From an optimization exercise on the open Yosys and OpenROAD flow, aimed at small area; shortcuts taken in it are not production practice.
Only simulation tests tie the RTL to the original design; equivalence was not proved.
No activity file was given, so power comes from the tool's default toggle rates. No driver is modelled on the clock port, so clocking that relies on it looks cheaper here than on a real chip.

**flow/flow/run.sh**
```bash
#!/bin/bash
# Layout flow: the standard ORFS flow (standard.sh), except that
#  - the port buffers that global placement inserts are sky130_fd_sc_hd__buf_1
#    instead of the buffer the resizer picks;
set -euo pipefail
export BUFFER_PORTS_ARGS="-buffer_cell sky130_fd_sc_hd__buf_1"
export CTS_ARGS="-sink_clustering_enable -repair_clock_nets -sink_clustering_size 30 -sink_clustering_max_diameter 100 -dont_use_dummy_load"
bash standard.sh "BUFFER_PORTS_ARGS=$BUFFER_PORTS_ARGS" "CTS_ARGS=$CTS_ARGS" finish > orfs_finish.log 2>&1
test -f out/final.def
```
**flow/standard.sh**
```bash
#!/bin/bash
# synth_recipe.tcl (not shown) runs the flow's synth.tcl, then flattens the netlist and writes it again
# the make line also repeats each setting of config.mk as NAME=value (left out here)
make -C /OpenROAD-flow-scripts/flow DESIGN_CONFIG=/design/flow/config.mk WORK_HOME=/design/flow/orfs CLKGATE_MAP_FILE= SYNTH_SCRIPT=/design/flow/synth_recipe.tcl "${@:-finish}"
```
**flow/config.mk**
```make
export PLATFORM = sky130hd
export DESIGN_NAME = adc_capture_buffer
export DESIGN_NICKNAME = adc_capture_buffer
export VERILOG_FILES = /design/flow/design.v
export SDC_FILE = /design/flow/constraint.sdc
export NUM_CORES = 4
export LEC_CHECK = 0
export CAP_MARGIN = 20
export CORE_MARGIN = 2
export CORE_UTILIZATION = 60
export CTS_CLUSTER_DIAMETER = 100
export CTS_CLUSTER_SIZE = 30
export SLEW_MARGIN = 20
export SYNTH_HIERARCHICAL = 1
```
**flow/constraint.sdc**
```tcl
create_clock -name core_clock -period 10.0 [get_ports {i_clk}]
set_input_delay 2.0000 -clock core_clock [delete_from_list [all_inputs] [get_ports {i_clk}]]
set_output_delay 2.0000 -clock core_clock [all_outputs]
set_load 0.01 [all_outputs]
```
**flow/design.v**
```verilog
package adda_pkg;
    localparam int unsigned DATA_W_DEF = 8;     
    localparam int unsigned DEPTH_DEF  = 256;   
    typedef enum logic [1:0] {
        ST_IDLE    = 2'd0,
        ST_ARMED   = 2'd1,
        ST_CAPTURE = 2'd2,
        ST_READOUT = 2'd3
    } state_e;
endpackage
module adda_sdp_ram #(
    parameter int unsigned DATA_W = 8,
    parameter int unsigned ADDR_W = 8
) (
    input  logic              clk_i,
    input  logic              ins0_i,
    input  logic              ins1_i,
    input  logic [DATA_W-1:0] wdata_i,
    input  logic [ADDR_W-1:0] raddr_i,
    output logic [DATA_W-1:0] rdata_o,
    output logic [DATA_W-1:0] slot1_o
);
    localparam int unsigned SLOTS = 1 << ADDR_W;
    localparam int unsigned G1    = (SLOTS + 2) / 3;    
    logic [DATA_W-1:0] ring_q [SLOTS];
    always_ff @(posedge clk_i) begin
        ring_q[0] <= ins0_i ? wdata_i : ring_q[SLOTS-1];
        ring_q[1] <= ins1_i ? wdata_i : ring_q[0];
        for (int unsigned i = 2; i < SLOTS; i++) begin
            ring_q[i] <= ring_q[i-1];
        end
    end
    assign slot1_o = ring_q[1];
    logic [SLOTS-1:0] sel;
    always_comb begin
        for (int unsigned s = 0; s < SLOTS; s++) begin
            sel[s] = (raddr_i == ADDR_W'(s + 1));
        end
    end
    for (genvar b = 0; b < DATA_W; b++) begin : g_bit
        logic [3*G1-1:0] d;
        logic [3*G1-1:0] s;
        logic [G1-1:0]   t1_n;    
        always_comb begin
            d = '0;
            s = '0;
            for (int unsigned i = 0; i < SLOTS; i++) begin
                d[i] = ring_q[i][b];
                s[i] = sel[i];
            end
        end
        for (genvar g = 0; g < G1; g++) begin : g_l1
            if (3 * g + 2 < SLOTS) begin : g_3
                adda_aoi222 u_aoi (
                    .a0_i (s[3*g]),   .b0_i (d[3*g]),
                    .a1_i (s[3*g+1]), .b1_i (d[3*g+1]),
                    .a2_i (s[3*g+2]), .b2_i (d[3*g+2]),
                    .y_no (t1_n[g])
                );
            end else if (3 * g + 1 < SLOTS) begin : g_2
                adda_aoi22 u_aoi (
                    .a0_i (s[3*g]),   .b0_i (d[3*g]),
                    .a1_i (s[3*g+1]), .b1_i (d[3*g+1]),
                    .y_no (t1_n[g])
                );
            end else begin : g_1
                adda_nand2 u_nand (
                    .a_i  (s[3*g]),
                    .b_i  (d[3*g]),
                    .y_no (t1_n[g])
                );
            end
        end
        assign rdata_o[b] = ~&t1_n;
    end
endmodule
module adda_aoi222 (
    input  logic a0_i,
    input  logic b0_i,
    input  logic a1_i,
    input  logic b1_i,
    input  logic a2_i,
    input  logic b2_i,
    output logic y_no
);
    assign y_no = ~((a0_i & b0_i) | (a1_i & b1_i) | (a2_i & b2_i));
endmodule
module adda_aoi22 (
    input  logic a0_i,
    input  logic b0_i,
    input  logic a1_i,
    input  logic b1_i,
    output logic y_no
);
    assign y_no = ~((a0_i & b0_i) | (a1_i & b1_i));
endmodule
module adda_nand2 (
    input  logic a_i,
    input  logic b_i,
    output logic y_no
);
    assign y_no = ~(a_i & b_i);
endmodule
module adc_capture_buffer #(
    parameter int unsigned DATA_W = adda_pkg::DATA_W_DEF,
    parameter int unsigned DEPTH  = adda_pkg::DEPTH_DEF
) (
    input  logic              i_clk,
    input  logic              i_rst_n,
    output logic              o_adc_clk,
    input  logic [DATA_W-1:0] i_adc_data,
    input  logic              i_arm,
    input  logic              i_abort,
    input  logic [DATA_W-1:0] i_trig_level,
    input  logic              i_trig_falling,
    output logic              o_rd_valid,
    input  logic              i_rd_ready,
    output logic [DATA_W-1:0] o_rd_data,
    output logic              o_rd_last,
    output logic              o_busy,
    output logic              o_done
);
    localparam int unsigned AW = $clog2(DEPTH);
    localparam logic [AW:0] PTR_CAP_LAST = (AW+1)'(2 * (DEPTH - 1));
    localparam logic [AW-1:0] CNT_MID  = 8'h62;
    localparam logic [AW-1:0] CNT_LAST = 8'h80;
    adda_pkg::state_e  state_q,    state_d;
    logic              adc_clk_q;
    logic              rd_valid_q, rd_valid_d;
    logic              done_q,     done_d;
    logic [AW-1:0]     cnt_q,      cnt_d;
    logic [AW-1:0]     cnt_next;
    logic [AW:0]       rptr_q,     rptr_d;
    logic              strobe;
    logic              fire;
    logic              cnt_last;
    logic              trig_hit;
    logic              ins;
    logic              ins_hi;
    logic              rptr_down;
    logic              rptr_keep;
    logic [AW:0]       rptr_step;
    logic [DATA_W-1:0] prev;
    logic [DATA_W-1:0] ring_rdata;
    assign strobe   = adc_clk_q;
    assign fire     = rd_valid_q & i_rd_ready;
    assign cnt_last = (cnt_q == CNT_LAST);
    assign cnt_next = {cnt_q[AW-2:0],
                       cnt_q[7] ^ cnt_q[5] ^ cnt_q[4] ^ cnt_q[3] ^ (cnt_q[AW-2:0] == '0)};
    assign rptr_down = fire;
    assign rptr_keep = fire & (cnt_q == CNT_MID);
    always_comb begin
        logic [AW:0] flip;
        logic        run;
        run = ~rptr_keep;
        for (int unsigned i = 0; i <= AW; i++) begin
            flip[i] = run;
            run     = run & (rptr_q[i] ^ rptr_down);
        end
        rptr_step = rptr_q ^ flip;
    end
    function automatic logic less(input logic [DATA_W-1:0] a, input logic [DATA_W-1:0] b,
                                  input logic ci);
        less = ci;
        for (int unsigned i = 0; i < DATA_W; i++) begin
            less = (~a[i] & b[i]) | ((~a[i] | b[i]) & less);
        end
    endfunction
    assign trig_hit = (less(prev, i_trig_level, i_trig_falling) ^ i_trig_falling)
                   && (less(i_adc_data, i_trig_level, i_trig_falling) ^ ~i_trig_falling);
    always_ff @(posedge i_clk or negedge i_rst_n) begin
        if (!i_rst_n) begin
            state_q    <= adda_pkg::ST_IDLE;
            adc_clk_q  <= 1'b0;
            rd_valid_q <= 1'b0;
            done_q     <= 1'b0;
        end else begin
            state_q    <= state_d;
            adc_clk_q  <= ~adc_clk_q;
            rd_valid_q <= rd_valid_d;
            done_q     <= done_d;
        end
    end
    always_ff @(posedge i_clk) begin
        cnt_q  <= cnt_d;
        rptr_q <= rptr_d;
    end
    always_comb begin
        state_d    = state_q;
        cnt_d      = cnt_q;
        rptr_d     = rptr_step;
        rd_valid_d = 1'b0;
        done_d     = 1'b0;
        ins        = strobe;
        ins_hi     = 1'b0;
        unique case (state_q)
            adda_pkg::ST_IDLE: begin
                cnt_d = '0;
                if (i_arm) begin
                    state_d = adda_pkg::ST_ARMED;
                end
            end
            adda_pkg::ST_ARMED: begin
                rptr_d = (AW+1)'(1);
                if (strobe) begin
                    cnt_d = AW'(1);
                    if (cnt_q[0] && trig_hit) begin
                        state_d = adda_pkg::ST_CAPTURE;
                    end
                end
            end
            adda_pkg::ST_CAPTURE: begin
                cnt_d  = '0;
                ins_hi = rptr_q[AW];
                if (strobe && rptr_q == PTR_CAP_LAST) begin
                    state_d = adda_pkg::ST_READOUT;
                end
            end
            adda_pkg::ST_READOUT: begin
                ins        = 1'b0;
                rd_valid_d = 1'b1;
                if (fire) begin
                    cnt_d = cnt_next;
                    if (cnt_last) begin
                        rd_valid_d = 1'b0;
                        done_d     = 1'b1;
                        state_d    = adda_pkg::ST_IDLE;
                    end
                end
            end
            default: state_d = adda_pkg::ST_IDLE;
        endcase
        if (i_abort) begin
            state_d    = adda_pkg::ST_IDLE;
            rd_valid_d = 1'b0;
            done_d     = 1'b0;
        end
    end
    adda_sdp_ram #(
        .DATA_W (DATA_W),
        .ADDR_W (AW)
    ) u_ring (
        .clk_i   (i_clk),
        .ins0_i  (ins & ~ins_hi),
        .ins1_i  (ins & ins_hi),
        .wdata_i (i_adc_data),
        .raddr_i (rptr_q[AW-1:0]),
        .rdata_o (ring_rdata),
        .slot1_o (prev)
    );
    assign o_adc_clk  = adc_clk_q;
    assign o_rd_valid = rd_valid_q;
    assign o_rd_data  = rd_valid_q ? ring_rdata : '0;
    assign o_rd_last  = rd_valid_q & cnt_last;
    assign o_busy     = (state_q != adda_pkg::ST_IDLE);
    assign o_done     = done_q;
endmodule
```
==> results of run 1 <==
metrics by stage:
step / power (W) / cell area [um^2] / util / hold WS, ns / instances
2_1_floorplan: 0.00893 / 52400 / - / 0.330 / 3501
3_3_place_gp: 0.00924 / 53900 / 0.623 / 0.331 / 4666
3_5_place_dp: 0.00927 / 54000 / 0.623 / 0.335 / 4667
4_1_cts: 0.0129 / 55900 / 0.646 / 0.279 / 4746
5_1_grt: 0.0132 / 55900 / 0.646 / 0.275 / 4746
6_report: 0.0128 / 55900 / 0.646 / 0.284 / 4746
cells by family after synthesis:
logic type	after synthesis
AND/OR/NAND/NOR	613
flip-flops	2070
buffers and inverters	63
AO/OA/AOI/OAI	714
multiplexers	19
XOR/XNOR	11
adder cells (fa/ha/maj)	11
critical path: cells and delay by family (launching register included):
family          cells  cell delay (ns)
simple gates        8             3.61
compound gates      1             0.74
flops               1             0.62
buf+inv             2             0.54
Yosys stat by module, one instance, submodules excluded, a selection:
module	area, um^2	flops+latches	times used	cells inside
adda_nand2	3.75	0	8	1
adc_capture_buffer	1560	22	1	175
adda_aoi222	10.0	0	680	1
final cells by class:
type	count	area share
Multi-Input combinational cell	1368	0.189
Tap cell	1155	0.0258
Inverter	16	0.00107
Sequential cell	2070	0.743
Clock buffer	79	0.0353
Timing Repair Buffer	58	0.00557
registers in the layout (all words and copies together) (netlist names):
signal	flops
rd_valid_q	1
u_ring.ring_q	2048
cnt_q	8
done_q	1
state_q	2
adc_clk_q	1
rptr_q	9
power groups by stage:
stage | clock (W) | sequential (W) | combinational [W]
after floorplan | 0 | 0.00861 | 0.000321
after global placement | 0 | 0.00864 | 0.000601
after detailed placement | 0 | 0.00865 | 0.000619
after CTS | 0.00378 | 0.00846 | 0.000621
after global routing | 0.00406 | 0.00848 | 0.000660
final | 0.00374 | 0.00847 | 0.000644
layer usage:
layer,share of wire,global-route usage
met1,0.42,0.462
met2,0.45,0.500
met3,0.095,0.0528
met4,0.037,0.113
met5,0.000088,0
path summary, 6_finish.rpt:
path	startpoint	to	slack (ns)
max in group asynchronous	i_rst_n	rd_valid_q	8.60
worst max-delay path	rptr_q[2]	o_rd_data[0]	1.82
min in group asynchronous	i_rst_n	adc_clk_q	1.18
worst min register to register	u_ring.ring_q[140][5]	u_ring.ring_q[141][5]	0.28
worst max register to register	rd_valid_q	state_q[1]	7.32
worst min-delay path	u_ring.ring_q[140][5]	u_ring.ring_q[141][5]	0.28
placed cells by master, fill, tap and decap left out, drive strengths merged, types with 2 or more instances in the layout:
| master | instances |
|---|---|
| xor2 | 5 |
| and3 | 3 |
| nor4 | 33 |
| ha | 7 |
| inv | 16 |
| and2b | 3 |
| edfxtp | 8 |
| buf | 58 |
| a21oi | 8 |
| nand2b | 5 |
| nor2b | 11 |
| or3 | 5 |
| mux2 | 16 |
| a211oi | 3 |
| nand4 | 182 |
| clkbuf | 79 |
| or2b | 4 |
| nand2 | 42 |
| xnor2 | 6 |
| dfxtp | 2057 |
| or4 | 17 |
| o22ai | 3 |
| mux2i | 3 |
| nor2 | 275 |
| nand3 | 14 |
| maj3 | 4 |
| a222oi | 682 |
| dfrtp | 5 |
| o21ai | 7 |
| and2 | 17 |
| a22oi | 2 |
==> flow_summary.ini, run 1 <==
[critical_path]
cp_data_required_time_ns = 8.00
slowest_delay_ns = 1.05
cp-end-kind = output pin
cp_slowest_cell = nor4_1
worstPathMaxFanout = 14
reg2reg_depth = 7
startpoint_type = flop
worstPathArrival_ns = 6.18
path_cells = nor2_1 -> nand2_1 -> buf_4 -> nor2_1 -> a222oi_1 -> nand4_1 -> nor4_1 -> nand4_1 -> or4_1 -> and2_1 -> buf_1
path_class = reg -> out

[detailed_routing]
drc = 0
wl_per_cell_um = 31.2
drt_iter0_markers = 6667
vias_per_cell = 6.85
ant_nets = 0
vias = 32504
drtPass1Iterations = 9
wl_mm = 148

[floorplan]
core_um2 = 86600
die_height_um = 299
die_w_um = 299
ios = 35
fp.dieArea_um2 = 89700
initial_core_util = 0.605
rows = 108

[power]
p_int_w = 0.00995
pwr-share-clk = 0.291
vdd_drop_max_mv = 0.178
seq_power_share = 0.659
swShare = 0.226
power_leakage_nw = 20.3
p_switching_w = 0.00290
comb_power_share = 0.050
p_per_area_nw_per_um2 = 230

[placement]
place.port_buffers = 34
gp_congestion = 0.963
dp_hpwl_mm = 109
post-place-ws_ns = 2.90

[logic_synthesis]
synth_largest_area_cell = dfxtp_1
synth_compound_area_frac = 0.134
syn-num-nets = 3530
ys_types = 53
syn_inst = 3501
yosys-top-cells-area = dfxtp_1 79%, a222oi_1 13%, nand4_1 2.2%
synth_top_family_by_area = compound AO/OA/AOI/OAI gates
synth_simple_gate_area_share = 0.0591
ys_seq_area_frac = 0.793
synthAdderAreaFrac = 0.00244
syn_area_um2 = 52400
synth.mux.area_fraction = 0.00401
synthArstFlopShare = 0.00242
ys_seq_elements = 2070
synth_common_cells = 2057 x dfxtp_1, 682 x a222oi_1, 275 x nor2_1, 181 x nand4_1, 42 x nand2_1
synth_area_per_cell_um2 = 15.0
synthMostInstantiatedCell = dfxtp_1
synthDominantCellAreaShare = 0.786
synth_xor_area_frac = 0.00184
ys.flop_type = dfxtp_1
synth-warning-count = 9
synth_edf_count = 8

[clock_network]
postCtsSetupBuffers = 0
clk_latency_ns = 0.67
htree_levels = 3
cts_tree = done
cts-hold-fix-buffers = 0
cts_root_buf = clkbuf_16
cts.reportedPaths.clkPinSlew_ns = 0.11
cts_max_path_buffers = 3
cts_buffers = 79
post_cts_resize_count = 0
cts_sinks = 2070

[run]
drv_cap = 0

[timing]
setup_slack_ns = 1.82
fin_crit_sh = 0.818
hold_viol_final = 0
setup_tns_ns = 0
slew_violations = 0
finalSetupViolCount = 0
timing.fmax_ghz = 0.122
rsz0062_at_grt = false
post-route-min-period_ns = 8.18
finalClockSkew_ns = 0.0599
tightest_slew_ns = 1.20
max_slew_margin = 0.196

[hold_path]
hold_depth = 0
hold_class = reg -> reg

[finish]
area_growth_pct = 6.79
fill_cells = 6305
multi_input_area_um2 = 10600
n_antenna_cell = 0
layout-drive-gt1-share = 0.0382
layout.area.seq_um2 = 41500
fin_nets = 3622

[global_routing]
grt_start_max_net_pins = 31
grt_pass1_wl_mm = 214
overflow = 0
antenna_found_initial = 7
grt_pass1_vias = 31486
grt_usage = 0.323

[status]
status = timing/DRC/antenna clean
==> run 2: changes to the inputs <==
==> flow/flow/run.sh (replaced) <==
#!/bin/bash
# Layout flow: the standard ORFS flow (standard.sh), except that
#  - the port buffers that global placement inserts are sky130_fd_sc_hd__buf_1
#    instead of the buffer the resizer picks;
set -euo pipefail
export BUFFER_PORTS_ARGS="-buffer_cell sky130_fd_sc_hd__buf_1"
export CTS_ARGS="-sink_clustering_enable -repair_clock_nets -sink_clustering_size 34 -sink_clustering_max_diameter 100 -dont_use_dummy_load"
bash standard.sh "BUFFER_PORTS_ARGS=$BUFFER_PORTS_ARGS" "CTS_ARGS=$CTS_ARGS" finish > orfs_finish.log 2>&1
test -f out/final.def
--- a/flow/config.mk
+++ b/flow/config.mk
@@ -10,5 +10,5 @@
 export CORE_UTILIZATION = 60
 export CTS_CLUSTER_DIAMETER = 100
-export CTS_CLUSTER_SIZE = 30
+export CTS_CLUSTER_SIZE = 34
 export SLEW_MARGIN = 20
 export SYNTH_HIERARCHICAL = 1
==> flow_summary.ini, run 2 <==
[global_routing]
antenna_found_initial = 6
busiest_layer = met2
grt_pass1_vias = 31507
grt_start_max_net_pins = 35
grt.met1_usage = 0.465
overflow = 0
grt_pass1_wl_mm = 214
use_met3 = 0.0491
grt_usage = 0.322
gr-usage-met2 = 0.499

[critical_path]
worstPathArrival_ns = 6.09
path_cells = nor2_1 -> nand2_1 -> buf_4 -> nor2_1 -> a222oi_1 -> nand4_1 -> nor4_1 -> nand4_1 -> or4_1 -> and2_1 -> buf_1
cp-end-kind = output pin
path_buf_inv = 2
startpoint_type = flop
cp-startpoint = rptr_q[2]
path_class = reg -> out
worstPathMaxFanout = 14
cp_data_required_time_ns = 8.00
timing.rr.start = rd_valid_q
cp_slowest_cell = nor4_1
slowest_delay_ns = 1.00
critical_path.top_delay_family = simple AND/OR/NAND/NOR gates

[logic_synthesis]
yosys-top-cells-area = dfxtp_1 79%, a222oi_1 13%, nand4_1 2.2%
synth_xor_area_frac = 0.00184
synth_edf_count = 8
ys_seq_elements = 2070
syn_area_um2 = 52400
synth_simple_gate_area_share = 0.0591
synth_common_cells = 2057 x dfxtp_1, 682 x a222oi_1, 275 x nor2_1, 181 x nand4_1, 42 x nand2_1
synth_compound_area_frac = 0.134
ys.flop_type = dfxtp_1
synth.mux.area_fraction = 0.00401
syn_inst = 3501
synth_top_family_by_area = compound AO/OA/AOI/OAI gates
synth_largest_area_cell = dfxtp_1
synthDominantCellAreaShare = 0.786
synthAdderAreaFrac = 0.00244
synth-warning-count = 9
synthMostInstantiatedCell = dfxtp_1
ys_types = 53
synth_area_per_cell_um2 = 15.0
ys_seq_area_frac = 0.793
syn-num-nets = 3530
synthArstFlopShare = 0.00242

[clock_network]
cts_sinks = 2070
cts_root_buf = clkbuf_16
cts-hold-fix-buffers = 0
clk_latency_ns = 0.67
cts.reportedPaths.clkPinSlew_ns = 0.12
post_cts_resize_count = 0
htree_levels = 3
cts_buffers = 71
postCtsSetupBuffers = 0
cts_tree = done
cts_max_path_buffers = 3

[placement]
place_area_um2 = 54000
post-place-ws_ns = 2.90
dp_hpwl_mm = 109
place.port_buffers = 34
gp_congestion = 0.963

[finish]
largest_reg_flops = 2048
layout-drive-gt1-share = 0.0360
final_cell_mix = 2057 x dfxtp_1, 682 x a222oi_1, 274 x nor2_1
area_growth_pct = 6.41
final_common_cell = dfxtp_1
regMostFlops = u_ring.ring_q
reg_top3 = u_ring.ring_q x2048, rptr_q x9, cnt_q x8
fin_nets = 3614
finish.instance_area_um2 = 55700

[detailed_routing]
vias = 32468
drt_iter0_markers = 6701
drc = 0
ant_nets = 0
wl_per_cell_um = 31.2
drtPass1Iterations = 14
vias_per_cell = 6.85
wl_mm = 148

[timing]
hold_viol_final = 0
rsz0062_at_grt = false
finalSetupViolCount = 0
tightest_slew_ns = 1.20
finalClockSkew_ns = 0.0671
slew_violations = 0
post-route-min-period_ns = 8.09
setup_slack_ns = 1.91
timing.fmax_ghz = 0.124
fin_crit_sh = 0.809
setup_tns_ns = 0
max_slew_margin = 0.196

[floorplan]
die_height_um = 299
rows = 108
fp.dieArea_um2 = 89700
die_w_um = 299
ios = 35
core_um2 = 86600
initial_core_util = 0.605

[hold_path]
hold_class = reg -> reg
holdCritStartpoint = u_ring.ring_q[145][5]

[power]
vdd_drop_max_mv = 0.201
p_per_area_nw_per_um2 = 228
power_leakage_nw = 20.2

[status]
status = timing/DRC/antenna clean

[run]
drv_cap = 0
## run 2: path summary, 6_finish.rpt
check | to | slack [ns] | depth (start not counted)
setup / recovery | o_rd_data[0] | 1.91 | 11
hold / removal | u_ring.ring_q[146][5] | 0.28 | 0
setup reg to reg | state_q[1] | 7.32 | 7
hold reg to reg | u_ring.ring_q[146][5] | 0.28 | 0
max in group asynchronous | state_q[0] | 8.59 | 1
min in group asynchronous | state_q[1] | 1.18 | 1
## run 2: cell type report
| cell class | instances | area, um^2 |
|---|---|---|
| Clock buffer | 71 | 1780 |
| Sequential cell | 2070 | 41500 |
| Fill cell | 6336 | 30900 |
| Timing Repair Buffer | 58 | 312 |
| Antenna cell | 1 | 2.50 |
| Multi-Input combinational cell | 1368 | 10600 |
| Inverter | 16 | 60.1 |
| Tap cell | 1155 | 1450 |
## run 2: layer usage
metal | vias up | share of wire
li1 | 14065 | -
met1 | 16222 | 0.42
met5 | - | 0.00014
met2 | 1884 | 0.45
met3 | 293 | 0.095
met4 | 4 | 0.037
## run 2: through the flow
| stage | total power, W | instances | util | hold WS [ns] |
|---|---|---|---|---|
| after global routing | 0.0130 | 4738 | 0.643 | 0.268 |
| after floorplan | 0.00893 | 3501 | - | 0.330 |
| after CTS | 0.0127 | 4738 | 0.643 | 0.277 |
| after global placement | 0.00924 | 4666 | 0.623 | 0.331 |
| final | 0.0127 | 4739 | 0.644 | 0.277 |
| after detailed placement | 0.00927 | 4667 | 0.623 | 0.335 |
## run 2: kinds of logic after synthesis
| logic type | Yosys count |
|---|---|
| AOI/OAI and AO/OA | 714 |
| buffers and inverters | 63 |
| xor gates and xnor gates | 11 |
| adders and majority gates | 11 |
| muxes | 19 |
| and+or+nand+nor | 613 |
| DFF | 2070 |
## run 2: where the power goes
part	switching, W	internal (W)
sequential	0.000108	0.00836
clock	0.00228	0.00130
combinational	0.000492	0.000157
## run 2: Yosys stat by module (local to each module, per instance), excerpt
| module | cells | times used | cell area, um^2 |
|---|---|---|---|
| adc_capture_buffer | 175 | 1 | 1560 |
| adda_nand2 | 1 | 8 | 3.75 |
| adda_aoi222 | 1 | 680 | 10.0 |
==> run 3: changes to the inputs <==
==> flow/flow/run.sh (replaced) <==
#!/bin/bash
# Layout flow: the standard ORFS flow (standard.sh), except that
#  - the port buffers that global placement inserts are sky130_fd_sc_hd__buf_1
#    instead of the buffer the resizer picks;
set -euo pipefail
export BUFFER_PORTS_ARGS="-buffer_cell sky130_fd_sc_hd__buf_1"
export CTS_ARGS="-sink_clustering_enable -repair_clock_nets -sink_clustering_size 32 -sink_clustering_max_diameter 100 -dont_use_dummy_load"
bash standard.sh "BUFFER_PORTS_ARGS=$BUFFER_PORTS_ARGS" "CTS_ARGS=$CTS_ARGS" finish > orfs_finish.log 2>&1
test -f out/final.def
--- a/flow/config.mk
+++ b/flow/config.mk
@@ -8,7 +8,7 @@
 export CAP_MARGIN = 20
 export CORE_MARGIN = 2
-export CORE_UTILIZATION = 60
+export CORE_UTILIZATION = 52
 export CTS_CLUSTER_DIAMETER = 100
-export CTS_CLUSTER_SIZE = 34
+export CTS_CLUSTER_SIZE = 32
 export SLEW_MARGIN = 20
 export SYNTH_HIERARCHICAL = 1
==> flow_summary.ini, run 3 <==
[global_routing]
use_met3 = 0.0411
grt.met1_usage = 0.412
busiest_layer = met2
grt_pass1_wl_mm = 218
gr-usage-met2 = 0.450
grt_usage = 0.287
grt_pass1_vias = 31177
grt_start_max_net_pins = 33
overflow = 0
antenna_found_initial = 5

[logic_synthesis]
ys.flop_type = dfxtp_1
syn_area_um2 = 52400
synthDominantCellAreaShare = 0.786
synth_area_per_cell_um2 = 15.0
syn-num-nets = 3530
ys_seq_elements = 2070
synthMostInstantiatedCell = dfxtp_1
ys_seq_area_frac = 0.793
yosys-top-cells-area = dfxtp_1 79%, a222oi_1 13%, nand4_1 2.2%
syn_inst = 3501
synthArstFlopShare = 0.00242
synth_largest_area_cell = dfxtp_1
synth_edf_count = 8
synth-warning-count = 9
ys_types = 53
synth_common_cells = 2057 x dfxtp_1, 682 x a222oi_1, 275 x nor2_1, 181 x nand4_1, 42 x nand2_1

[power]
p_per_area_nw_per_um2 = 229
p_int_w = 0.00987
swShare = 0.229
comb_power_share = 0.053
power_leakage_nw = 20.3
pwr-share-clk = 0.285
p_switching_w = 0.00293
seq_power_share = 0.662
vdd_drop_max_mv = 0.133

[detailed_routing]
drc = 0
drt_iter0_markers = 6866
wl_per_cell_um = 31.1
vias_per_cell = 6.63
drtPass1Iterations = 12
vias = 32392
wl_mm = 152
ant_nets = 0

[floorplan]
die_height_um = 321
ios = 35
rows = 116
fp.dieArea_um2 = 103000
core_um2 = 100000
initial_core_util = 0.524
die_w_um = 321

[timing]
finalClockSkew_ns = 0.0361
slew_violations = 0
fin_crit_sh = 0.816
max_slew_margin = 0.260
post-route-min-period_ns = 8.16
hold_ws_ns = 0.319
setup_tns_ns = 0
tightest_slew_ns = 1.11
timing.fmax_ghz = 0.123
rsz0062_at_grt = false
finalSetupViolCount = 0
hold_viol_final = 0

[finish]
area_growth_pct = 6.92
final_common_cell = dfxtp_1
regMostFlops = u_ring.ring_q
reg_top3 = u_ring.ring_q x2048, rptr_q x9, cnt_q x8
fin_nets = 3619
final_cell_mix = 2057 x dfxtp_1, 682 x a222oi_1, 275 x nor2_1
layout-drive-gt1-share = 0.0371
largest_reg_flops = 2048
finalNonFillerCells = 4888

[critical_path]
path_cells = nor2b_1 -> nand2_1 -> nor2_1 -> a222oi_1 -> nand4_1 -> nor4_1 -> buf_4 -> nand4_1 -> or4_1 -> and2_1 -> buf_1
cp_slowest_cell = nand2_1
cp_common_cell = nand4_1
cp-end-kind = output pin
worstPathArrival_ns = 6.16
slowest_delay_ns = 0.85
path_class = reg -> out
worstPathMaxFanout = 14
startpoint_type = flop
cp_data_required_time_ns = 8.00

[placement]
dp_hpwl_mm = 111
place_inst = 4811
place.port_buffers = 34
gp_congestion = 0.941

[clock_network]
postCtsSetupBuffers = 0
post_cts_resize_count = 0
htree_levels = 3
cts_buffers = 74
clk_latency_ns = 0.69
cts_tree = done
cts_root_buf = clkbuf_16
cts_max_path_buffers = 3
cts.reportedPaths.clkPinSlew_ns = 0.12
cts_sinks = 2070
cts-hold-fix-buffers = 0

[status]
status = timing/DRC/antenna clean

[run]
drv_cap = 0

[hold_path]
hold_class = reg -> reg
[run 3: path summary, 6_finish.rpt]
check | start | to | slack, ns | cells after the start
max reg2reg | rd_valid_q | state_q[1] | 7.04 | 7
max | rptr_q[2] | o_rd_data[7] | 1.84 | 11
max in group asynchronous | i_rst_n | state_q[1] | 8.60 | 1
min | u_ring.ring_q[226][6] | u_ring.ring_q[227][6] | 0.32 | 0
min in group asynchronous | i_rst_n | adc_clk_q | 1.17 | 1
min reg2reg | u_ring.ring_q[226][6] | u_ring.ring_q[227][6] | 0.32 | 0
[run 3: per-stage QoR]
stage	power, W	worst slack [ns]	utilization	cell area [um^2]
3_5_place_dp	0.00931	2.76	0.541	54100
3_3_place_gp	0.00929	2.61	0.541	54100
6_report	0.0128	1.84	0.560	56000
4_1_cts	0.0128	2.01	0.560	56000
2_1_floorplan	0.00893	5.13	-	52400
5_1_grt	0.0132	1.83	0.560	56000
[run 3: cells by family after synthesis]
family	after synthesis	synth area share
AO/OA/AOI/OAI	714	0.134
AND/OR/NAND/NOR	613	0.0591
multiplexers	19	0.00401
buffers and inverters	63	0.00521
adder cells (fa/ha/maj)	11	0.00244
XOR/XNOR	11	0.00184
flip-flops	2070	0.793
[run 3: layer usage]
| metal | vias to the layer above | share of wire |
|---|---|---|
| met4 | 6 | 0.034 |
| met3 | 254 | 0.082 |
| met5 | - | 0.00025 |
| li1 | 14084 | - |
| met1 | 16365 | 0.43 |
| met2 | 1683 | 0.45 |
[run 3: power by group through the flow]
stage	combinational, W	sequential, W	clock (W)
detailed placement	0.000658	0.00865	0
CTS	0.000659	0.00847	0.00371
global route	0.000700	0.00849	0.00402
floorplan	0.000321	0.00861	0
global placement	0.000642	0.00865	0
finish	0.000681	0.00847	0.00365
[run 3: area by class of cell]
class / count / area, um^2
Fill cell: 7933 / 44000
Sequential cell: 2070 / 41500
Multi-Input combinational cell: 1368 / 10600
Clock buffer: 74 / 1850
Tap cell: 1298 / 1620
Timing Repair Buffer: 60 / 320
Inverter: 16 / 60.1
Antenna cell: 2 / 5.00
[run 3: per-module statistics from Yosys, one instance, submodules excluded, excerpt]
| module | cells inside | copies in the design | flops+latches |
|---|---|---|---|
| adc_capture_buffer | 175 | 1 | 22 |
| adda_aoi222 | 1 | 680 | 0 |
| adda_nand2 | 1 | 8 | 0 |
[run 3: worst max-delay path, delay by kind of cell (launching register included)]
family | cells | cell delay (ns)
AOI/OAI and AO/OA | 1 | 0.71
DFF | 1 | 0.62
and+or+nand+nor | 8 | 3.74
buffers and inverters | 2 | 0.39
==> run 4: changes to the inputs <==
--- a/flow/config.mk
+++ b/flow/config.mk
@@ -8,5 +8,5 @@
 export CAP_MARGIN = 20
 export CORE_MARGIN = 2
-export CORE_UTILIZATION = 52
+export CORE_UTILIZATION = 65
 export CTS_CLUSTER_DIAMETER = 100
 export CTS_CLUSTER_SIZE = 32
==> flow_summary.ini, run 4 <==
[status]
status = timing/DRC/antenna clean

[critical_path]
startpoint_type = flop
cp_slowest_cell = a222oi_1
cp-end-kind = output pin
worstPathArrival_ns = 5.87
cp_data_required_time_ns = 8.00
slowest_delay_ns = 1.09
path_class = reg -> out
regToRegSetupSlack_ns = 7.10
path_buf_inv = 1
timing.rr.start = rd_valid_q
path_cells = nor2_1 -> nand3_1 -> nor2_1 -> a222oi_1 -> nand4_1 -> nor4_1 -> nand4_1 -> or4_1 -> and2_1 -> buf_1
cp-startpoint = rptr_q[0]
worstPathMaxFanout = 13
reg2reg_depth = 7
critical_path.top_delay_family = simple AND/OR/NAND/NOR gates
r2r-end = state_q[0]

[detailed_routing]
drtPass1Iterations = 14
wl_mm = 145
drt_iter0_markers = 7130
vias_per_cell = 7.05
drc = 0
ant_nets = 0
wl_per_cell_um = 31.2
vias = 32781

[logic_synthesis]
synthMostInstantiatedCell = dfxtp_1
ys_seq_elements = 2070
synthArstFlopShare = 0.00242
syn-num-nets = 3530
synth_edf_count = 8
syn_area_um2 = 52400
synthDominantCellAreaShare = 0.786
ys.flop_type = dfxtp_1
synth_area_per_cell_um2 = 15.0
synth_largest_area_cell = dfxtp_1
syn_inst = 3501
synth_common_cells = 2057 x dfxtp_1, 682 x a222oi_1, 275 x nor2_1, 181 x nand4_1, 42 x nand2_1
ys_types = 53
synth-warning-count = 9
ys_seq_area_frac = 0.793
yosys-top-cells-area = dfxtp_1 79%, a222oi_1 13%, nand4_1 2.2%

[global_routing]
grt_start_max_net_pins = 33
grt_pass1_wl_mm = 211
antenna_found_initial = 7
overflow = 0
grt_usage = 0.343
grt_pass1_vias = 31561

[power]
swShare = 0.225
power_leakage_nw = 20.3
seq_power_share = 0.665
p_int_w = 0.00987
p_switching_w = 0.00287
p_per_area_nw_per_um2 = 229
pwr-share-clk = 0.284
vdd_drop_max_mv = 0.156
comb_power_share = 0.051

[clock_network]
postCtsSetupBuffers = 0
cts_max_path_buffers = 3
cts.reportedPaths.clkPinSlew_ns = 0.12
cts-hold-fix-buffers = 0
cts_sinks = 2070
post_cts_resize_count = 0
cts_buffers = 74
cts_tree = done
clk_latency_ns = 0.68
cts_root_buf = clkbuf_16
htree_levels = 3

[timing]
hold_viol_final = 0
finalClockSkew_ns = 0.0542
finalSetupViolCount = 0
setup_tns_ns = 0
fin_crit_sh = 0.787
hold_ws_ns = 0.313
tightest_slew_ns = 1.26
timing.fmax_ghz = 0.127
slew_violations = 0
post-route-min-period_ns = 7.87
max_slew_margin = 0.157
setup_slack_ns = 2.13
rsz0062_at_grt = false

[placement]
place.port_buffers = 34
post-place-ws_ns = 3.02
place_area_um2 = 53900
dp_hpwl_mm = 106
gp_congestion = 0.971

[floorplan]
initial_core_util = 0.654
core_um2 = 80200
fp.dieArea_um2 = 82900
die_height_um = 288
ios = 35
rows = 104
die_w_um = 288

[finish]
largest_reg_flops = 2048
reg_top3 = u_ring.ring_q x2048, rptr_q x9, cnt_q x8
finish.instance_area_um2 = 55700
layout-drive-gt1-share = 0.0371
area_growth_pct = 6.36
regMostFlops = u_ring.ring_q
post-route-util = 0.695
final_common_cell = dfxtp_1
fin_nets = 3620
final_cell_mix = 2057 x dfxtp_1, 682 x a222oi_1, 275 x nor2_1

[hold_path]
hold_class = reg -> reg
min_to = u_ring.ring_q[129][1]
hold_depth = 0
holdCritStartpoint = u_ring.ring_q[128][1]

[run]
drv_cap = 0
run 4: metrics by stage:
stage | power (W) | instances
after floorplan | 0.00893 | 3501
after global placement | 0.00924 | 4573
after detailed placement | 0.00926 | 4575
after CTS | 0.0127 | 4649
after global routing | 0.0131 | 4649
final | 0.0127 | 4650
run 4: cell families after synthesis:
group,after synthesis,share of synthesized area
buffers and inverters,63,0.00521
DFF,2070,0.793
and+or+nand+nor,613,0.0591
xor gates and xnor gates,11,0.00184
AOI/OAI and AO/OA,714,0.134
adders and majority gates,11,0.00244
muxes,19,0.00401
run 4: metal layers:
metal	vias to the layer above	wire (um)	global-route usage
met2	2059	65000	0.532
li1	14084	-	-
met1	16321	59800	0.490
met3	317	14200	0.0510
met4	0	6230	0.135
met5	-	0	0
run 4: layout make-up:
type / instances / area, um^2
timing repair buffer: 61 / 330
tap: 1060 / 1330
inverter: 16 / 60.1
antenna: 1 / 2.50
multi-input combinational: 1368 / 10600
sequential: 2070 / 41500
clock buffer: 74 / 1850
fill: 5514 / 24400
run 4: how the worst max path moves through the flow:
| stage | end | slack [ns] | cells past startpoint |
|---|---|---|---|
| floorplan | o_rd_data[0] | 5.13 | 9 |
| finish | o_rd_data[0] | 2.13 | 10 |
| detailed placement | o_rd_data[0] | 3.02 | 10 |
| CTS | o_rd_data[0] | 2.29 | 10 |
| global route | o_rd_data[0] | 2.01 | 10 |
| global placement | o_rd_data[4] | 2.58 | 10 |
run 4: power groups by stage:
stage / Combinational, W / Clock (W) / Sequential, W
after global placement: 0.000594 / 0 / 0.00864
after global routing: 0.000655 / 0.00394 / 0.00848
after CTS: 0.000613 / 0.00366 / 0.00846
after detailed placement: 0.000610 / 0 / 0.00865
after floorplan: 0.000321 / 0 / 0.00861
final: 0.000647 / 0.00362 / 0.00847
run 4: per-module statistics from Yosys (local to each module, per instance), a selection:
module	flip-flops and latches	cells	area, um^2
adc_capture_buffer	22	175	1560
adda_nand2	0	1	3.75
adda_aoi222	0	1	10.0
==> run 5: changes to the inputs <==
--- a/flow/config.mk
+++ b/flow/config.mk
@@ -8,7 +8,8 @@
 export CAP_MARGIN = 20
 export CORE_MARGIN = 2
-export CORE_UTILIZATION = 65
+export CORE_UTILIZATION = 60
 export CTS_CLUSTER_DIAMETER = 100
 export CTS_CLUSTER_SIZE = 32
+export GPL_TIMING_DRIVEN = 0
 export SLEW_MARGIN = 20
 export SYNTH_HIERARCHICAL = 1
==> flow_summary.ini, run 5 <==
[finish]
final_common_cell = dfxtp_1
largest_reg_flops = 2048
final_cell_mix = 2057 x dfxtp_1, 682 x a222oi_1, 275 x nor2_1
finalNonFillerCells = 4769
post-route-util = 0.645
reg_top3 = u_ring.ring_q x2048, rptr_q x9, cnt_q x8
regMostFlops = u_ring.ring_q
layout-drive-gt1-share = 0.0374
area_growth_pct = 6.73
fin_nets = 3642

[global_routing]
grt_pass1_vias = 31269
overflow = 0
use_met3 = 0.0444
grt_pass1_wl_mm = 209
antenna_found_initial = 3
grt_start_max_net_pins = 33
grt_usage = 0.316
grt.met1_usage = 0.450
busiest_layer = met2
gr-usage-met2 = 0.498

[clock_network]
cts_root_buf = clkbuf_16
post_cts_resize_count = 0
htree_levels = 3
cts_max_path_buffers = 3
cts-hold-fix-buffers = 0
postCtsSetupBuffers = 0
cts.reportedPaths.clkPinSlew_ns = 0.12
cts_tree = done
clk_latency_ns = 0.67
cts_buffers = 74
cts_sinks = 2070

[timing]
finalClockSkew_ns = 0.0403
rsz0062_at_grt = false
max_slew_margin = 0.162
finalSetupViolCount = 0
hold_viol_final = 0
setup_tns_ns = 0
slew_violations = 0
tightest_slew_ns = 1.25
fin_crit_sh = 0.864
hold_ws_ns = 0.322
post-route-min-period_ns = 8.64
timing.fmax_ghz = 0.116

[critical_path]
startpoint_type = flop
worstPathArrival_ns = 6.64
cp-end-kind = output pin
cp_data_required_time_ns = 8.00
reg2reg_depth = 7
worstPathMaxFanout = 13
regToRegSetupSlack_ns = 7.56
path_class = reg -> out

[detailed_routing]
drtPass1Iterations = 13
drc = 0
vias = 32237
ant_nets = 0
drt_iter0_markers = 6621
wl_per_cell_um = 30.3
vias_per_cell = 6.76
wl_mm = 145

[status]
status = timing/DRC/antenna clean

[hold_path]
hold_depth = 0
hold_class = reg -> reg

[run]
drv_cap = 0

[logic_synthesis]
ys_types = 53
ys_seq_elements = 2070
synthArstFlopShare = 0.00242
synth_largest_area_cell = dfxtp_1
synth-warning-count = 9
synthMostInstantiatedCell = dfxtp_1
synth_common_cells = 2057 x dfxtp_1, 682 x a222oi_1, 275 x nor2_1, 181 x nand4_1, 42 x nand2_1
synthDominantCellAreaShare = 0.786
synth_edf_count = 8
ys.flop_type = dfxtp_1
syn_area_um2 = 52400
ys_seq_area_frac = 0.793
syn_inst = 3501
syn-num-nets = 3530
yosys-top-cells-area = dfxtp_1 79%, a222oi_1 13%, nand4_1 2.2%
synth_area_per_cell_um2 = 15.0

[floorplan]
initial_core_util = 0.605
fp.dieArea_um2 = 89700
rows = 108
ios = 35
core_um2 = 86600
die_w_um = 299
die_height_um = 299

[power]
p_per_area_nw_per_um2 = 229
vdd_drop_max_mv = 0.201
power_leakage_nw = 20.3

[placement]
place_inst = 4692
place.port_buffers = 34
dp_hpwl_mm = 105
gp_congestion = 0.926
## run 5: cell count changes in the layout (fill, tap and decap cells not counted), sizes merged
cell | previous run | this run
diode | 1 | 3
buf | 61 | 47
clkbuf | 74 | 110
## run 5: Yosys stat by module (local to each module, per instance), a selection
module,flops+latches,times used
adc_capture_buffer,22,1
adda_aoi222,0,680
adda_nand2,0,8
## run 5: path summary, 6_finish.rpt
kind | start | endpoint
max | rptr_q[0] | o_rd_data[1]
min | u_ring.ring_q[73][1] | u_ring.ring_q[74][1]
max reg2reg | rptr_q[6] | state_q[1]
min reg2reg | u_ring.ring_q[73][1] | u_ring.ring_q[74][1]
max in group asynchronous | i_rst_n | state_q[0]
min in group asynchronous | i_rst_n | rd_valid_q
## run 5: layout make-up
class | count | area [um^2]
clock buffers | 74 | 1850
inverters | 16 | 60.1
fillers | 6306 | 30700
repair buffers | 36 | 163
plain buffers | 47 | 233
flip-flops and latches | 2070 | 41500
diodes | 3 | 7.51
well taps | 1155 | 1450
multi-input cells | 1368 | 10600
## run 5: worst max-delay path, stage by stage (launching register included)
cell and delay (ns):
dfxtp_1 0.65, nor2b_1 0.19, nand2_1 0.63, clkbuf_2 0.70
nor2_1 0.31, a222oi_1 0.72, nand4_1 0.31, nor4_1 0.99
nand4_1 0.47, or4_1 0.61, and2_1 0.22, buf_1 0.15
## run 5: cells by family (layout without fill, tap and decap cells)
kind of cell / count (synthesis) / in the layout / synth area share
multiplexers: 19 / 19 / 0.00401
other: 0 / 3 / 0
buffers and inverters: 63 / 173 / 0.00521
adder cells (fa/ha/maj): 11 / 11 / 0.00244
XOR/XNOR: 11 / 11 / 0.00184
AO/OA/AOI/OAI: 714 / 714 / 0.134
AND/OR/NAND/NOR: 613 / 613 / 0.0591
flip-flops: 2070 / 2070 / 0.793
## run 5: where the power goes
| part | switching [W] | leakage [nW] | internal (W) |
|---|---|---|---|
| Combinational | 0.000559 | 2.54 | 0.000155 |
| Sequential | 0.000104 | 16.9 | 0.00836 |
| Clock | 0.00227 | 0.912 | 0.00135 |
| Total | 0.00294 | 20.3 | 0.00986 |
## run 5: metrics by stage
stage	setup slack, ns	cell area, um^2	power, W
floorplan	5.13	52400	0.00893
global placement	1.81	54000	0.00931
detailed placement	2.39	54000	0.00934
CTS	1.66	55900	0.0128
global route	1.50	55900	0.0132
finish	1.36	55900	0.0128
## run 5: routing by layer
metal  up-vias  routed length, um
met5         -                  0
met2      1610              65100
met4         0               6050
li1      14134                  -
met3       281              11700
met1     16212              61800
==> run 6: changes to the inputs <==
--- a/flow/config.mk
+++ b/flow/config.mk
@@ -11,5 +11,4 @@
 export CTS_CLUSTER_DIAMETER = 100
 export CTS_CLUSTER_SIZE = 32
-export GPL_TIMING_DRIVEN = 0
 export SLEW_MARGIN = 20
 export SYNTH_HIERARCHICAL = 1
==> flow_summary.ini, run 6 <==
[logic_synthesis]
synthArstFlopShare = 0.00242
ys_seq_area_frac = 0.793
synth_largest_area_cell = dfxtp_1
ys.flop_type = dfxtp_1
syn_inst = 3501
syn-num-nets = 3530
syn_area_um2 = 52400
synthDominantCellAreaShare = 0.786
synth-warning-count = 9
synth_common_cells = 2057 x dfxtp_1, 682 x a222oi_1, 275 x nor2_1, 181 x nand4_1, 42 x nand2_1
ys_seq_elements = 2070
synth_area_per_cell_um2 = 15.0
synthMostInstantiatedCell = dfxtp_1
synth_edf_count = 8
yosys-top-cells-area = dfxtp_1 79%, a222oi_1 13%, nand4_1 2.2%
ys_types = 53

[clock_network]
htree_levels = 3
cts.reportedPaths.clkPinSlew_ns = 0.12
cts_max_path_buffers = 3
cts_buffers = 74
postCtsSetupBuffers = 0
cts_root_buf = clkbuf_16
cts_tree = done
cts-hold-fix-buffers = 0
clk_latency_ns = 0.67
post_cts_resize_count = 0
cts_sinks = 2070

[critical_path]
r2r-end = state_q[1]
endpoint = o_rd_data[4]
cp_data_required_time_ns = 8.00
reg2reg_depth = 7
cp-startpoint = rptr_q[6]
worstPathArrival_ns = 5.94
worstPathMaxFanout = 16
path_class = reg -> out
regToRegSetupSlack_ns = 7.28
startpoint_type = flop
timing.rr.start = rd_valid_q
cp-end-kind = output pin

[detailed_routing]
vias_per_cell = 6.86
drc = 0
wl_mm = 148
top_layer = met5
drt-met1-wl_mm = 63.5
drtPass1Iterations = 9
vias = 32568
wl_per_cell_um = 31.2
drt_iter0_markers = 6696
wl_met3_mm = 12.5
wl_met2_mm = 66.8
ant_nets = 0

[finish]
regMostFlops = u_ring.ring_q
area_growth_pct = 6.59
fill_cells = 6325
layout-drive-gt1-share = 0.0371
fin_nets = 3618
finalNonFillerCells = 4746
reg_top3 = u_ring.ring_q x2048, rptr_q x9, cnt_q x8
largest_reg_flops = 2048
final_common_cell = dfxtp_1
final_cell_mix = 2057 x dfxtp_1, 682 x a222oi_1, 274 x nor2_1

[timing]
tightest_slew_ns = 1.20
max_slew_margin = 0.200
post-route-min-period_ns = 7.94
hold_viol_final = 0
timing.fmax_ghz = 0.126
slew_violations = 0
finalClockSkew_ns = 0.0452
finalSetupViolCount = 0
setup_slack_ns = 2.06
rsz0062_at_grt = false
setup_tns_ns = 0
fin_crit_sh = 0.794

[floorplan]
ios = 35
core_um2 = 86600
die_w_um = 299
rows = 108
fp.dieArea_um2 = 89700
initial_core_util = 0.605
die_height_um = 299

[global_routing]
overflow = 0
grt_start_max_net_pins = 33
grt_pass1_vias = 31501
grt_usage = 0.323
grt_pass1_wl_mm = 214
antenna_found_initial = 7

[run]
drv_cap = 0

[power]
vdd_drop_max_mv = 0.180
p_per_area_nw_per_um2 = 228
power_leakage_nw = 20.3

[placement]
place_inst = 4667
place.port_buffers = 34
gp_congestion = 0.963
dp_hpwl_mm = 109
post-place-ws_ns = 2.90

[hold_path]
hold_class = reg -> reg

[status]
status = timing/DRC/antenna clean
run 6: cell counts after synthesis:
No cell type changed its count.
run 6: cell families (layout without fill, tap and decap cells):
logic type,after synthesis,after routing,share of synthesized area
AO/OA/AOI/OAI,714,714,0.134
XOR/XNOR,11,11,0.00184
adder cells (fa/ha/maj),11,11,0.00244
buffers and inverters,63,149,0.00521
flip-flops,2070,2070,0.793
multiplexers,19,19,0.00401
other,0,4,0
AND/OR/NAND/NOR,613,613,0.0591
run 6: area by class of cell:
cell class	instances	area, um^2	area share
clock buffer	74	1850	0.0332
timing repair buffer	59	323	0.00578
sequential	2070	41500	0.744
tap	1155	1450	0.0259
antenna	4	10.0	0.000179
multi-input combinational	1368	10600	0.190
inverter	16	60.1	0.00108
run 6: worst min-delay path by stage:
stage	start	to	slack, ns	depth (start not counted)
floorplan	u_ring.ring_q[99][0]	u_ring.ring_q[100][0]	0.33	0
global placement	u_ring.ring_q[51][2]	u_ring.ring_q[52][2]	0.33	0
detailed placement	u_ring.ring_q[127][5]	u_ring.ring_q[128][5]	0.33	0
CTS	u_ring.ring_q[130][2]	u_ring.ring_q[131][2]	0.32	0
global route	u_ring.ring_q[42][2]	u_ring.ring_q[43][2]	0.33	0
finish	u_ring.ring_q[130][2]	u_ring.ring_q[131][2]	0.33	0
run 6: Yosys stat by module, one instance, submodules excluded, a selection:
module	area, um^2	cells	flops+latches	times used
adc_capture_buffer	1560	175	22	1
adda_aoi222	10.0	1	0	680
adda_nand2	3.75	1	0	8
run 6: report_power, final:
part / internal (W) / switching [W]
sequential: 0.00836 / 0.000108
clock: 0.00135 / 0.00229
combinational: 0.000157 / 0.000487
total: 0.00987 / 0.00288
run 6: through the flow:
step                hold slack, ns  instance area (um^2)  total power [W]  utilization
floorplan                    0.330                 52400          0.00893            -
global placement             0.331                 53900          0.00924        0.623
detailed placement           0.335                 54000          0.00927        0.623
CTS                          0.322                 55800           0.0128        0.644
global route                 0.333                 55800           0.0131        0.644
finish                       0.329                 55800           0.0127        0.645
run 6: critical path, stage by stage, from the launching register on:
cell and delay (ns):
dfxtp_1 0.58, nor2b_1 0.16, nand2_1 0.71, nor2_1 0.39
a222oi_1 0.61, nand4_1 0.37, nor4_1 0.98, nand4_1 0.46
or4_1 0.61, and2_1 0.24, buf_1 0.15
run 6: metal layers:
metal  global-route usage  up-vias
li1                     -    14096
met1                0.465    16356
met2                0.505     1839
met3               0.0487      273
met4                0.105        4
met5                    0        -
==> run 7: changes to the inputs <==
--- a/flow/config.mk
+++ b/flow/config.mk
@@ -6,9 +6,10 @@
 export NUM_CORES = 4
 export LEC_CHECK = 0
-export CAP_MARGIN = 20
+export CAP_MARGIN = 10
 export CORE_MARGIN = 2
 export CORE_UTILIZATION = 60
 export CTS_CLUSTER_DIAMETER = 100
 export CTS_CLUSTER_SIZE = 32
-export SLEW_MARGIN = 20
+export GPL_TIMING_DRIVEN = 0
+export SLEW_MARGIN = 10
 export SYNTH_HIERARCHICAL = 1
==> flow_summary.ini, run 7 <==
[finish]
largest_reg_flops = 2048
final_common_cell = dfxtp_1
layout-drive-gt1-share = 0.0366
finish.instance_area_um2 = 55900
reg_top3 = u_ring.ring_q x2048, rptr_q x9, cnt_q x8
fin_nets = 3641
final_cell_mix = 2057 x dfxtp_1, 682 x a222oi_1, 275 x nor2_1
regMostFlops = u_ring.ring_q
finalNonFillerCells = 4766
area_growth_pct = 6.65

[logic_synthesis]
synth_edf_count = 8
yosys-top-cells-area = dfxtp_1 79%, a222oi_1 13%, nand4_1 2.2%
synthArstFlopShare = 0.00242
syn-num-nets = 3530
synth_common_cells = 2057 x dfxtp_1, 682 x a222oi_1, 275 x nor2_1, 181 x nand4_1, 42 x nand2_1
synth-warning-count = 9
synth_largest_area_cell = dfxtp_1
syn_inst = 3501
synth_area_per_cell_um2 = 15.0
ys_seq_area_frac = 0.793
ys_seq_elements = 2070
ys.flop_type = dfxtp_1
synthMostInstantiatedCell = dfxtp_1
synthDominantCellAreaShare = 0.786
ys_types = 53
syn_area_um2 = 52400

[run]
drv_cap = 0

[hold_path]
holdCritStartpoint = u_ring.ring_q[25][2]
min_to = u_ring.ring_q[26][2]
hold_depth = 0
hold_class = reg -> reg

[clock_network]
cts_sinks = 2070
cts-hold-fix-buffers = 0
cts_buffers = 74
post_cts_resize_count = 0
postCtsSetupBuffers = 0
cts.reportedPaths.clkPinSlew_ns = 0.11
cts_tree = done
cts_root_buf = clkbuf_16
htree_levels = 3
clk_latency_ns = 0.68
cts_max_path_buffers = 3

[placement]
place.port_buffers = 34
gp_congestion = 0.926
place_inst = 4691
place_area_um2 = 54000
dp_hpwl_mm = 105

[timing]
max_slew_margin = 0.0981
post-route-min-period_ns = 8.74
hold_ws_ns = 0.326
fin_crit_sh = 0.874
hold_viol_final = 0
rsz0062_at_grt = false
setup_tns_ns = 0
timing.fmax_ghz = 0.114
finalSetupViolCount = 0
finalClockSkew_ns = 0.0440
slew_violations = 0
tightest_slew_ns = 1.35

[floorplan]
initial_core_util = 0.605
ios = 35
die_w_um = 299
fp.dieArea_um2 = 89700
die_height_um = 299
core_um2 = 86600
rows = 108

[critical_path]
worstPathArrival_ns = 6.74
cp_data_required_time_ns = 8.00
r2r-end = state_q[1]
timing.rr.start = rptr_q[6]
worstPathMaxFanout = 13
reg2reg_depth = 7
regToRegSetupSlack_ns = 7.54
path_class = reg -> out
cp-end-kind = output pin
startpoint_type = flop

[global_routing]
grt_pass1_wl_mm = 209
overflow = 0
antenna_found_initial = 7
grt_start_max_net_pins = 33
grt_usage = 0.316
grt_pass1_vias = 31193

[detailed_routing]
wl_per_cell_um = 30.4
drc = 0
ant_nets = 0
vias = 32275
vias_per_cell = 6.77
drtPass1Iterations = 11
wl_mm = 145
drt_iter0_markers = 6569

[power]
vdd_drop_max_mv = 0.212
power_leakage_nw = 20.3
p_per_area_nw_per_um2 = 229

[status]
status = timing/DRC/antenna clean
-- run 7: cell counts after synthesis --
No cell type changed its count.
-- run 7: report_power, final --
group          switching (W)  internal [W]  total (W)  leakage [nW]
sequential          0.000104       0.00836    0.00846          16.9
combinational       0.000558      0.000153   0.000711          2.53
clock                0.00228       0.00135    0.00363         0.912
-- run 7: layout make-up --
type / count / area, um^2
diodes: 1 / 2.50
repair buffers: 35 / 135
plain buffers: 47 / 231
multi-input cells: 1368 / 10600
clock buffers: 74 / 1850
inverters: 16 / 60.1
flip-flops and latches: 2070 / 41500
well taps: 1155 / 1450
fillers: 6304 / 30800
-- run 7: stage by stage --
stage | worst slack, ns | power, W | util
2_1_floorplan | 5.13 | 0.00893 | -
3_3_place_gp | 1.81 | 0.00931 | 0.623
3_5_place_dp | 2.32 | 0.00933 | 0.624
4_1_cts | 1.58 | 0.0128 | 0.645
5_1_grt | 1.36 | 0.0132 | 0.645
6_report | 1.26 | 0.0128 | 0.645
-- run 7: cells by family (layout without fill, tap and decap cells) --
| logic type | after synthesis | in the layout | synth area share |
|---|---|---|---|
| simple gates | 613 | 613 | 0.0591 |
| buf+inv | 63 | 172 | 0.00521 |
| xor+xnor | 11 | 11 | 0.00184 |
| fa+ha+maj | 11 | 11 | 0.00244 |
| compound gates | 714 | 714 | 0.134 |
| other cells | 0 | 1 | 0 |
| flops | 2070 | 2070 | 0.793 |
| mux | 19 | 19 | 0.00401 |
-- run 7: worst max-delay path by stage --
stage	start	end	slack, ns	depth (start not counted)
2_1_floorplan	rptr_q[3]	o_rd_data[0]	5.13	9
3_3_place_gp	rptr_q[0]	o_rd_data[1]	1.81	11
3_5_place_dp	rptr_q[3]	o_rd_data[2]	2.32	11
4_1_cts	rptr_q[3]	o_rd_data[5]	1.58	11
5_1_grt	rptr_q[3]	o_rd_data[3]	1.36	11
6_report	rptr_q[0]	o_rd_data[3]	1.26	11
-- run 7: modules after synthesis (local to each module, per instance), excerpt --
module	area [um^2]	cells
adc_capture_buffer	1560	175
adda_aoi222	10.0	1
adda_nand2	3.75	1
-- run 7: per-layer routing --
| metal | vias to the layer above | track usage | part of all wire |
|---|---|---|---|
| li1 | 14124 | - | - |
| met1 | 16191 | 0.446 | 0.42 |
| met2 | 1668 | 0.498 | 0.45 |
| met3 | 284 | 0.0510 | 0.087 |
| met4 | 8 | 0.110 | 0.038 |
| met5 | - | 0 | 0.00035 |
-- run 7: worst max-delay path, stage by stage (launching register included) --
cell and delay (ns):
dfxtp_1 0.65, nor2b_1 0.19, nand2_1 0.66, clkbuf_2 0.72, nor2_1 0.30, a222oi_1 0.69, nand4_1 0.39, nor4_1 0.96
nand4_1 0.46, or4_1 0.61, and2_1 0.25, buf_1 0.16
==> run 8: changes to the inputs <==
==> flow/flow/run.sh (replaced) <==
#!/bin/bash
# Layout flow: the standard ORFS flow (standard.sh), except that
#  - the port buffers that global placement inserts are sky130_fd_sc_hd__buf_1
#    instead of the buffer the resizer picks;
set -euo pipefail
export BUFFER_PORTS_ARGS="-buffer_cell sky130_fd_sc_hd__buf_1"
export CTS_ARGS="-sink_clustering_enable -repair_clock_nets -sink_clustering_size 32 -sink_clustering_max_diameter 100 -dont_use_dummy_load -buf_list {sky130_fd_sc_hd__clkbuf_8 sky130_fd_sc_hd__clkbuf_16} -sink_clustering_buffer sky130_fd_sc_hd__clkbuf_16"
bash standard.sh "BUFFER_PORTS_ARGS=$BUFFER_PORTS_ARGS" "CTS_ARGS=$CTS_ARGS" finish > orfs_finish.log 2>&1
test -f out/final.def
--- a/flow/config.mk
+++ b/flow/config.mk
@@ -6,10 +6,9 @@
 export NUM_CORES = 4
 export LEC_CHECK = 0
-export CAP_MARGIN = 10
+export CAP_MARGIN = 20
 export CORE_MARGIN = 2
 export CORE_UTILIZATION = 60
 export CTS_CLUSTER_DIAMETER = 100
 export CTS_CLUSTER_SIZE = 32
-export GPL_TIMING_DRIVEN = 0
-export SLEW_MARGIN = 10
+export SLEW_MARGIN = 20
 export SYNTH_HIERARCHICAL = 1
==> flow_summary.ini, run 8 <==
[status]
status = timing/DRC/antenna clean

[power]
p_int_w = 0.00987
vdd_drop_max_mv = 0.180
p_switching_w = 0.00288
p_per_area_nw_per_um2 = 228
pwr-share-clk = 0.285
comb_power_share = 0.051
seq_power_share = 0.664
swShare = 0.226
power_leakage_nw = 20.3

[logic_synthesis]
ys_seq_elements = 2070
ys_seq_area_frac = 0.793
ys_types = 53
ys.flop_type = dfxtp_1
syn_inst = 3501
synth_edf_count = 8
synthDominantCellAreaShare = 0.786
synth_common_cells = 2057 x dfxtp_1, 682 x a222oi_1, 275 x nor2_1, 181 x nand4_1, 42 x nand2_1
yosys-top-cells-area = dfxtp_1 79%, a222oi_1 13%, nand4_1 2.2%
syn_area_um2 = 52400
syn-num-nets = 3530
synthMostInstantiatedCell = dfxtp_1
synth_largest_area_cell = dfxtp_1
synthArstFlopShare = 0.00242
synth_area_per_cell_um2 = 15.0
synth-warning-count = 9

[floorplan]
rows = 108
initial_core_util = 0.605
die_w_um = 299
core_um2 = 86600
fp.dieArea_um2 = 89700
die_height_um = 299
ios = 35

[detailed_routing]
ant_nets = 0
vias_per_cell = 6.86
wl_per_cell_um = 31.2
vias = 32568
drc = 0
drt_iter0_markers = 6696
wl_mm = 148
drtPass1Iterations = 9

[timing]
fin_crit_sh = 0.794
hold_viol_final = 0
setup_tns_ns = 0
finalSetupViolCount = 0
tightest_slew_ns = 1.20
post-route-min-period_ns = 7.94
slew_violations = 0
timing.fmax_ghz = 0.126
rsz0062_at_grt = false
max_slew_margin = 0.200
finalClockSkew_ns = 0.0452

[finish]
regMostFlops = u_ring.ring_q
layout-drive-gt1-share = 0.0371
area_growth_pct = 6.59
fill_cells = 6325
finish.instance_area_um2 = 55800
reg_top3 = u_ring.ring_q x2048, rptr_q x9, cnt_q x8
fin_nets = 3618
final_common_cell = dfxtp_1
largest_reg_flops = 2048
final_cell_mix = 2057 x dfxtp_1, 682 x a222oi_1, 274 x nor2_1

[placement]
gp_congestion = 0.963
dp_hpwl_mm = 109
place.port_buffers = 34
place_area_um2 = 54000

[clock_network]
cts.reportedPaths.clkPinSlew_ns = 0.12
cts_sinks = 2070
cts_tree = done
clk_latency_ns = 0.67
cts_buffers = 74
cts-hold-fix-buffers = 0
htree_levels = 3
cts_max_path_buffers = 3
cts_root_buf = clkbuf_16
post_cts_resize_count = 0
postCtsSetupBuffers = 0

[critical_path]
startpoint_type = flop
timing.rr.start = rd_valid_q
cp_common_cell = nand4_1
slowest_delay_ns = 0.98
cp-startpoint = rptr_q[6]
cp_data_required_time_ns = 8.00
path_cells = nor2b_1 -> nand2_1 -> nor2_1 -> a222oi_1 -> nand4_1 -> nor4_1 -> nand4_1 -> or4_1 -> and2_1 -> buf_1
cp-end-kind = output pin
path_class = reg -> out
worstPathMaxFanout = 16
cp_slowest_cell = nor4_1
worstPathArrival_ns = 5.94

[global_routing]
grt_pass1_wl_mm = 214
grt_pass1_vias = 31501
grt_start_max_net_pins = 33
antenna_found_initial = 7
grt_usage = 0.323
overflow = 0

[hold_path]
hold_class = reg -> reg
holdCritStartpoint = u_ring.ring_q[130][2]

[run]
drv_cap = 0
## run 8: cell counts after synthesis
Identical to the previous run, type by type.
## run 8: cells by family (layout without fill, tap and decap cells)
group,after synthesis,after routing,synth area share
and+or+nand+nor,613,613,0.0591
adders and majority gates,11,11,0.00244
buffers and inverters,63,149,0.00521
AOI/OAI and AO/OA,714,714,0.134
muxes,19,19,0.00401
DFF,2070,2070,0.793
xor gates and xnor gates,11,11,0.00184
other,0,4,0
## run 8: layout make-up
class | instances | area [um^2] | share of cell area
antenna | 4 | 10.0 | 0.000179
sequential | 2070 | 41500 | 0.744
tap | 1155 | 1450 | 0.0259
inverter | 16 | 60.1 | 0.00108
timing repair buffer | 59 | 323 | 0.00578
clock buffer | 74 | 1850 | 0.0332
multi-input combinational | 1368 | 10600 | 0.190
## run 8: Yosys stat by module (local to each module, per instance), a selection
module              cells  cell area (um^2)
adc_capture_buffer    175              1560
adda_aoi222             1              10.0
adda_nand2              1              3.75
## run 8: critical path, delay by kind of cell, from the launching register on
kind | cells | cell delay [ns]
buf+inv | 1 | 0.15
compound gates | 1 | 0.61
simple gates | 8 | 3.92
flops | 1 | 0.58
## run 8: metal layers
layer  vias to the layer above  share of wire  global-route usage
li1                      14096              -                   -
met1                     16356           0.43               0.465
met2                      1839           0.45               0.505
met3                       273          0.085              0.0487
met4                         4          0.035               0.105
met5                         -        0.00018                   0
## run 8: worst paths after layout
check | slack [ns] | depth (start not counted) | endpoint
setup / recovery | 2.06 | 10 | o_rd_data[4]
hold / removal | 0.33 | 0 | u_ring.ring_q[131][2]
setup reg to reg | 7.28 | 7 | state_q[1]
hold reg to reg | 0.33 | 0 | u_ring.ring_q[131][2]
max in group asynchronous | 8.59 | 1 | state_q[0]
min in group asynchronous | 1.18 | 1 | adc_clk_q
## run 8: metrics by stage
step / hold slack [ns] / instances / total power [W] / worst slack, ns / util
global placement: 0.331 / 4666 / 0.00924 / 2.96 / 0.623
detailed placement: 0.335 / 4667 / 0.00927 / 2.90 / 0.623
floorplan: 0.330 / 3501 / 0.00893 / 5.13 / -
CTS: 0.322 / 4741 / 0.0128 / 2.15 / 0.644
finish: 0.329 / 4746 / 0.0127 / 2.06 / 0.645
global route: 0.333 / 4742 / 0.0131 / 1.97 / 0.644
## run 8: power groups by stage
stage	registers, W	clock network (W)	logic, W
after detailed placement	0.00865	0	0.000619
after global placement	0.00864	0	0.000601
after CTS	0.00846	0.00367	0.000622
after floorplan	0.00861	0	0.000321
after global routing	0.00849	0.00396	0.000660
final	0.00847	0.00364	0.000644

what the ideal ports hide:
In the flow no input, the clock included, has a driving cell. The finished layouts below were timed again as built, in two steps.
Step 1 sets driving cells, clkbuf_16 on the clock port and buf_2 on the other inputs (assumed; they add their load-dependent delay and slew).
Step 2 moves the port delays by t, midway between the first and last clock arrival at a register: inputs arrive t later, outputs are due t later. That takes back most of the time a late clock gives input paths.
Slacks: ideal / step 1 / step 2; pairs: ideal / step 1.
| run | shift t [ns] | setup slack, ns | hold WS [ns] | worst register clock-pin slew, ns | pins driven straight from the clock port |
|---|---|---|---|---|---|
| run 1 | 0.706 | 1.816 / 1.748 / 2.454 | 0.284 / 0.284 / 0.284 | 0.11 / 0.11 | 1 |
| run 2 | 0.713 | 1.913 / 1.841 / 2.553 | 0.277 / 0.277 / 0.277 | 0.12 / 0.12 | 1 |
| run 3 | 0.744 | 1.837 / 1.762 / 2.506 | 0.319 / 0.319 / 0.319 | 0.12 / 0.12 | 1 |
| run 4 | 0.728 | 2.133 / 2.058 / 2.786 | 0.313 / 0.313 / 0.313 | 0.12 / 0.12 | 1 |
| run 5 | 0.720 | 1.364 / 1.295 / 2.016 | 0.322 / 0.322 / 0.322 | 0.12 / 0.12 | 1 |
| run 6 | 0.720 | 2.058 / 1.991 / 2.710 | 0.329 / 0.329 / 0.329 | 0.12 / 0.12 | 1 |
| run 7 | 0.715 | 1.261 / 1.199 / 1.914 | 0.326 / 0.326 / 0.326 | 0.12 / 0.12 | 1 |
| run 8 | 0.720 | 2.058 / 1.991 / 2.710 | 0.329 / 0.329 / 0.329 | 0.12 / 0.12 | 1 |
After both steps setup and hold are still met in every run listed.
